Background: an optimization exercise with open tools, aiming at small area and a short achievable clock period. Do not read the settings as production practice.
Only simulation tests tie the RTL to the original design; equivalence was not proved.
Power figures rest on the tool's default switching activity, not on a simulated workload.

==> flow/design.v <==
module fir_filter (
   input  logic               clk,
   input  logic               rst,
   input  logic signed [15:0] inp,
   output logic signed [39:0] outp
);
   localparam logic [23:0] G_RESET = 24'hFF8000;    
   localparam logic [23:0] G_CONST = 24'hEF0001;
   logic signed [15:0] line [15];
   logic        [23:0] ysum;        
   logic        [16:0] dsum;        
   logic signed [16:0] d;
   logic        [23:0] gs, gc;
   logic        [23:0] ys, yc;
   logic signed [23:0] y;
   logic               ysg;     
   logic        [23:0] c23;     
   logic        [3:0]  cnt;     
   logic               v12;     
   logic        [23:0] xo, do16, nlo, gk;
   logic        [23:0] gs1, gc1, gs2, gc2, gs3, gc3;
   logic        [23:0] ys1, yc1, ys2, yc2, ys3, yc3;
   always_comb begin
      xo   = {8'd0, ~inp[15], inp[14:0]};                      
      do16 = {3'd0, ~d[16], d[15:0], 4'd0};                    
      nlo  = {8'd0, line[14][15], ~line[14][14:0]};           
      gk   = G_CONST;
      gs1 = gs ^ gc ^ do16;
      gc1 = ((gs & gc) | (gs & do16) | (gc & do16)) << 1;
      gs2 = gs1 ^ gc1 ^ nlo;
      gc2 = (((gs1 & gc1) | (gs1 & nlo) | (gc1 & nlo)) << 1) | (gk & 24'd1);
      gs3 = gs2 ^ gc2 ^ (xo | (gk & ~24'd1)) ;
      gc3 = ((gs2 & gc2) | (gs2 & (xo | (gk & ~24'd1))) | (gc2 & (xo | (gk & ~24'd1)))) << 1;
      ys1 = ys ^ yc ^ gs;
      yc1 = ((ys & yc) | (ys & gs) | (yc & gs)) << 1;
      ys2 = ys1 ^ yc1 ^ gc;
      yc2 = ((ys1 & yc1) | (ys1 & gc) | (yc1 & gc)) << 1;
      ys3 = ys2 ^ yc2 ^ xo;
      yc3 = ((ys2 & yc2) | (ys2 & xo) | (yc2 & xo)) << 1;
   end
   always_ff @(posedge clk) begin
      line[0] <= inp;
      for (int k = 1; k < 13; k++) line[k] <= line[k-1];
      if (rst) begin
         line[13] <= 16'sd0;
         line[14] <= 16'sd0;
         d        <= 17'sd0;
         gs       <= G_RESET;
         gc       <= 24'd0;
         ys       <= 24'd0;
         yc       <= 24'd0;
         y        <= 24'sd0;
         ysg      <= 1'b0;
         cnt      <= 4'd0;
         v12      <= 1'b0;
      end else begin
         line[13] <= v12 ? line[12] : 16'sd0;
         line[14] <= line[13];
         d        <= dsum;
         gs       <= gs3;
         gc       <= gc3;
         ys       <= ys3;
         yc       <= yc3;
         y        <= ysum;
         ysg      <= ys[23] ^ yc[23] ^ c23[23];
         if (cnt != 4'd15) cnt <= cnt + 4'd1;
         v12      <= (cnt >= 4'd12);
      end
   end
   add_pp #(.W(24)) u_ysum (.a(ys), .b(yc), .ci(1'b0), .s(ysum));
   add_pp #(.W(17)) u_dsum (.a({line[14][15], line[14]}), .b(~{line[13][15], line[13]}), .ci(1'b1), .s(dsum));
   assign c23  = {1'b0, ys[22:0]} + {1'b0, yc[22:0]};
   assign outp = {{8{ysg}}, {9{y[23]}}, y[22:0]};
endmodule
module add_pp #(
   parameter int W = 24
) (
   input  logic [W-1:0] a,
   input  logic [W-1:0] b,
   input  logic         ci,
   output logic [W-1:0] s
);
   localparam int L = (W > 16) ? 5 : (W > 8) ? 4 : (W > 4) ? 3 : 2;    
   logic [W-1:0] p, g;
   logic [W-1:0] gp [L+1];
   logic [W-1:0] pp [L+1];
   always_comb begin
      p = a ^ b;
      g = a & b;
      gp[0] = g;
      pp[0] = p;
      gp[0][0] = g[0] | (p[0] & ci);
      for (int l = 0; l < L; l++) begin
         gp[l+1] = gp[l];
         pp[l+1] = pp[l];
         for (int i = 0; i < W; i++) begin
            if (((i >> l) & 1) == 1) begin
               gp[l+1][i] = gp[l][i] | (pp[l][i] & gp[l][((i >> l) << l) - 1]);
               pp[l+1][i] = pp[l][i] & pp[l][((i >> l) << l) - 1];
            end
         end
      end
      s[0] = p[0] ^ ci;
      for (int i = 1; i < W; i++) s[i] = p[i] ^ gp[L][i-1];
   end
endmodule
==> flow/config.mk <==
export PLATFORM = sky130hd
export DESIGN_NAME = fir_filter
export DESIGN_NICKNAME = fir_filter
export VERILOG_FILES = /design/flow/design.v
export SDC_FILE = /design/flow/constraint.sdc
export NUM_CORES = 4
export LEC_CHECK = 0
export CAP_MARGIN = 20
export CORE_MARGIN = 2
export CORE_UTILIZATION = 65
export CTS_BUF_LIST = sky130_fd_sc_hd__clkbuf_16
export CTS_CLUSTER_DIAMETER = 80
export CTS_CLUSTER_SIZE = 24
export SETUP_SLACK_MARGIN = 3.85
export SLEW_MARGIN = 20
==> flow/constraint.sdc <==
create_clock -name core_clock -period 6.0 [get_ports {clk}]
set_input_delay 1.2000 -clock core_clock [delete_from_list [all_inputs] [get_ports {clk}]]
set_output_delay 1.2000 -clock core_clock [all_outputs]
set_load 0.01 [all_outputs]
standard.sh (not shown) runs the stock make flow with config.mk's settings and CLKGATE_MAP_FILE= SYNTH_SCRIPT=/design/flow/synth_recipe.tcl, a recipe that flattens the netlist after the stock synthesis.
==> flow/flow/run.sh <==
#!/bin/bash
# The standard layout with three changes:
#  - the netlist from the standard synthesis gets an inverter-removal pass
#    (flow/polarity.py) and has the full adders on carry-propagate paths split
#    into faster gates (flow/faconv.py), and its two carry-propagate adders
#    rebuilt as parallel-prefix adders (flow/cparebuild.py) before
#    floorplanning; registers and
#    ports are untouched, and the result is kept only if Yosys proves it
#    equivalent to the standard netlist
#  - the ports get plain buffers (buf_2) instead of delay cells
#  - timing repair may resize cells across footprints
set -e
R=orfs/results/sky130hd/fir_filter/base
VARS=(MATCH_CELL_FOOTPRINT=0 "BUFFER_PORTS_ARGS=-buffer_cell sky130_fd_sc_hd__buf_2")
bash standard.sh "${VARS[@]}" synth > synth.log 2>&1
cp $R/1_2_yosys.v before.v
python3 flow/polarity.py before.v pol.v 20000 > polarity.log 2>&1
python3 flow/faconv.py pol.v fa.v >> polarity.log 2>&1
python3 flow/cparebuild.py fa.v after.v >> polarity.log 2>&1
# internal nets of the two netlists must not pair by name: the pass flips some
sed -E 's/\b(_[0-9]{4}_)/\1g/g; s/\b(_pol[0-9]{4}_)/\1g/g; s/\\(dsum|ysum|c23)\[/\\\1g[/g' after.v > after_renamed.v
sed "s#LIBFILE#$FLOW_HOME/platforms/sky130hd/lib/sky130_fd_sc_hd__tt_025C_1v80.lib#" flow/eq.ys > eq.ys
YOSYS=$(command -v yosys || echo /OpenROAD-flow-scripts/tools/install/yosys/bin/yosys)
if "$YOSYS" -q -l eq.log eq.ys > eq_stdout.log 2>&1; then
  echo "equivalence proven, using the pass" >> polarity.log
  cp after.v $R/1_2_yosys.v
  rm -f $R/1_synth.odb $R/1_synth.sdc
else
  echo "equivalence NOT proven, keeping the standard netlist" >> polarity.log
fi
bash standard.sh "${VARS[@]}" finish > standard.log 2>&1
Other scripts of this flow, unchanged in this note and not shown: flow/flow/cparebuild.py, flow/flow/eq.ys, flow/flow/faconv.py, flow/flow/polarity.py
The baseline produced a clean layout.
Change:
--- a/flow/config.mk
+++ b/flow/config.mk
@@ -8,5 +8,5 @@
 export CAP_MARGIN = 20
 export CORE_MARGIN = 2
-export CORE_UTILIZATION = 65
+export CORE_UTILIZATION = 55
 export CTS_BUF_LIST = sky130_fd_sc_hd__clkbuf_16
 export CTS_CLUSTER_DIAMETER = 80
What happened: Hold slack degrades by 0.013 ns; critical path depth does not change; area after synthesis does not change; clock-buffer cell count rose by 2; wire length rose by 0.42%; flip-flop and latch count stays the same.
Change:
--- a/flow/config.mk
+++ b/flow/config.mk
@@ -12,4 +12,4 @@
 export CTS_CLUSTER_DIAMETER = 80
 export CTS_CLUSTER_SIZE = 24
-export SETUP_SLACK_MARGIN = 3.85
+export SETUP_SLACK_MARGIN = 3.75
 export SLEW_MARGIN = 20
Outcome: Routed wire length grows by 0.79%; total power shrinks by 0.59%; core utilization shrinks by 0.38 points; synthesized cell count stays the same; critical path depth stays the same; worst setup slack degrades by 0.056 ns; clock skew shrinks by 0.0037 ns; sequential power stays flat.
Change:
--- a/flow/config.mk
+++ b/flow/config.mk
@@ -10,6 +10,6 @@
 export CORE_UTILIZATION = 55
 export CTS_BUF_LIST = sky130_fd_sc_hd__clkbuf_16
-export CTS_CLUSTER_DIAMETER = 80
-export CTS_CLUSTER_SIZE = 24
-export SETUP_SLACK_MARGIN = 3.75
+export CTS_CLUSTER_DIAMETER = 100
+export CTS_CLUSTER_SIZE = 30
+export SETUP_SLACK_MARGIN = 3.85
 export SLEW_MARGIN = 20
Global-route usage went down by 0.41 points.
Cell area is lower by 0.33%.
Hold slack improved by 0.0067 ns.
Clock skew grows by 0.0045 ns.
Via count went down by about 1.3%.
Maximum frequency grows by 2.2%.
Power went down by 1.9%.
Change:
--- a/flow/config.mk
+++ b/flow/config.mk
@@ -8,5 +8,5 @@
 export CAP_MARGIN = 20
 export CORE_MARGIN = 2
-export CORE_UTILIZATION = 55
+export CORE_UTILIZATION = 65
 export CTS_BUF_LIST = sky130_fd_sc_hd__clkbuf_16
 export CTS_CLUSTER_DIAMETER = 100
The changed run passed the timing, design-rule and antenna checks.
Clock skew rises by 0.0042 ns.
Sequential share of layout area rises by 0.26 points.
Non-clock buffer count rises by 2.
Global-route usage rises by 2.7 points.
Final area falls slightly.
Synthesized area does not change.
Fmax barely changes.


== v42 ==
Starts from the design.v that is shown in full above.
export LEC_CHECK = 0
export CAP_MARGIN = 20
export CORE_MARGIN = 2
export CORE_UTILIZATION = 55
export CTS_BUF_LIST = sky130_fd_sc_hd__clkbuf_16
export CTS_CLUSTER_DIAMETER = 80
export CTS_CLUSTER_SIZE = 24
export SETUP_SLACK_MARGIN = 3.9
export SLEW_MARGIN = 20
create_clock -name core_clock -period 6.0 [get_ports {clk}]
Scripts as last shown in full above: flow/flow/run.sh
Other scripts of this flow, unchanged in this note and not shown: flow/flow/cparebuild.py, flow/flow/eq.ys, flow/flow/faconv.py, flow/flow/polarity.py
Input changes introduced in v43 (baseline for comparison: v42):
# v42
export LEC_CHECK = 0
export CAP_MARGIN = 20
export CORE_MARGIN = 2
export CORE_UTILIZATION = 55
export CTS_BUF_LIST = sky130_fd_sc_hd__clkbuf_16
export CTS_CLUSTER_DIAMETER = 80
export CTS_CLUSTER_SIZE = 24
export SETUP_SLACK_MARGIN = 3.9
export SLEW_MARGIN = 20
create_clock -name core_clock -period 6.0 [get_ports {clk}]
# v43
export LEC_CHECK = 0
export CAP_MARGIN = 20
export CORE_MARGIN = 2
export CORE_UTILIZATION = 55
export CTS_BUF_LIST = sky130_fd_sc_hd__clkbuf_16
export CTS_CLUSTER_DIAMETER = 80
export CTS_CLUSTER_SIZE = 24
export SETUP_SLACK_MARGIN = 4.05
export SLEW_MARGIN = 20
create_clock -name core_clock -period 6.0 [get_ports {clk}]
==> comparison <==
Diff v42..v43 | data arrival time of the critical path | negligible
Measured against each other, v43 and v42 differ in power drawn by the combinational cells, the lower figure coming from v42.
v42 → v43: die area flat, fraction of area in registers fell by 0.67 points, maximum number of pins on one net before global-route repair lost 33%, worst supply voltage drop on vdd +15%.
Against v42, number of nets in the finished design in v43 rose slightly.
Looking at register-to-register slack, v43 sits 0.05 ns above v42.
v43 has number of fillers in the final layout below what v42 had.
In the metrics for v43 and v42, the one carrying the lower aggregate global-route resource usage is v42.
The following lists how v26 was set up differently from v43:
# v43
export LEC_CHECK = 0
export CAP_MARGIN = 20
export CORE_MARGIN = 2
export CORE_UTILIZATION = 55
export CTS_BUF_LIST = sky130_fd_sc_hd__clkbuf_16
export CTS_CLUSTER_DIAMETER = 80
export CTS_CLUSTER_SIZE = 24
export SETUP_SLACK_MARGIN = 4.05
export SLEW_MARGIN = 20
create_clock -name core_clock -period 6.0 [get_ports {clk}]
# v26
export LEC_CHECK = 0
export CAP_MARGIN = 20
export CORE_MARGIN = 2
export CORE_UTILIZATION = 55
export CTS_BUF_LIST = sky130_fd_sc_hd__clkbuf_16
export CTS_CLUSTER_DIAMETER = 80
export CTS_CLUSTER_SIZE = 24
export SETUP_SLACK_MARGIN = 3.95
export SLEW_MARGIN = 20
create_clock -name core_clock -period 6.0 [get_ports {clk}]
Results
- The lower global routing met1 resource utilization of v26 and v43 is in v26.
- Summary of v26 over v43: final area moved down; routed wire length moved down; total power moved down; growth of design area from synthesis to finish moved down.
- Summary of v26 over v43: setup slack went up by 0.017 ns; area share of buffers outside the clock network now sits at about the same level; share of the cycle needed by the critical path after routing -0.29 points.

static timing again, ports no longer ideal:
The results above use ideal ports. As a check the final layouts listed here were re-extracted and re-timed, cells and wires unchanged.
Step 1: set_driving_cell puts a clkbuf_16 on clk and a buf_2 on each other input, an assumption about the parent block.
Step 2 times the ports against the registers' clock, not the clock port: input delays grow and output delays shrink by t, the midpoint of the rising clock arrivals with the driver on.
Slacks: ideal / step 1 / step 2; pairs: ideal / step 1.
| run | t, ns | setup slack, ns | pins driven straight from the clock port |
|---|---|---|---|
| the first run of note 1 | 0.555 | 3.771 / 3.726 / 3.418 | 1 |
| the second run of note 1 | 0.553 | 3.775 / 3.729 / 3.490 | 1 |
| the third run of note 1 | 0.563 | 3.719 / 3.672 / 3.342 | 1 |
| the fourth run of note 1 | 0.545 | 3.768 / 3.723 / 3.484 | 1 |
| the fifth run of note 1 | 0.549 | 3.773 / 3.725 / 3.445 | 1 |
| v42 | 0.563 | 3.762 / 3.716 / 3.524 | 1 |
| v43 | 0.566 | 3.751 / 3.703 / 3.536 | 1 |
| v26 | 0.556 | 3.768 / 3.721 / 3.561 | 1 |
After both steps setup and hold are still met in every run listed. For the third run of note 1, which loses most, drivers alone change the setup slack by -0.047 ns; drivers and shift together by -0.377 ns.
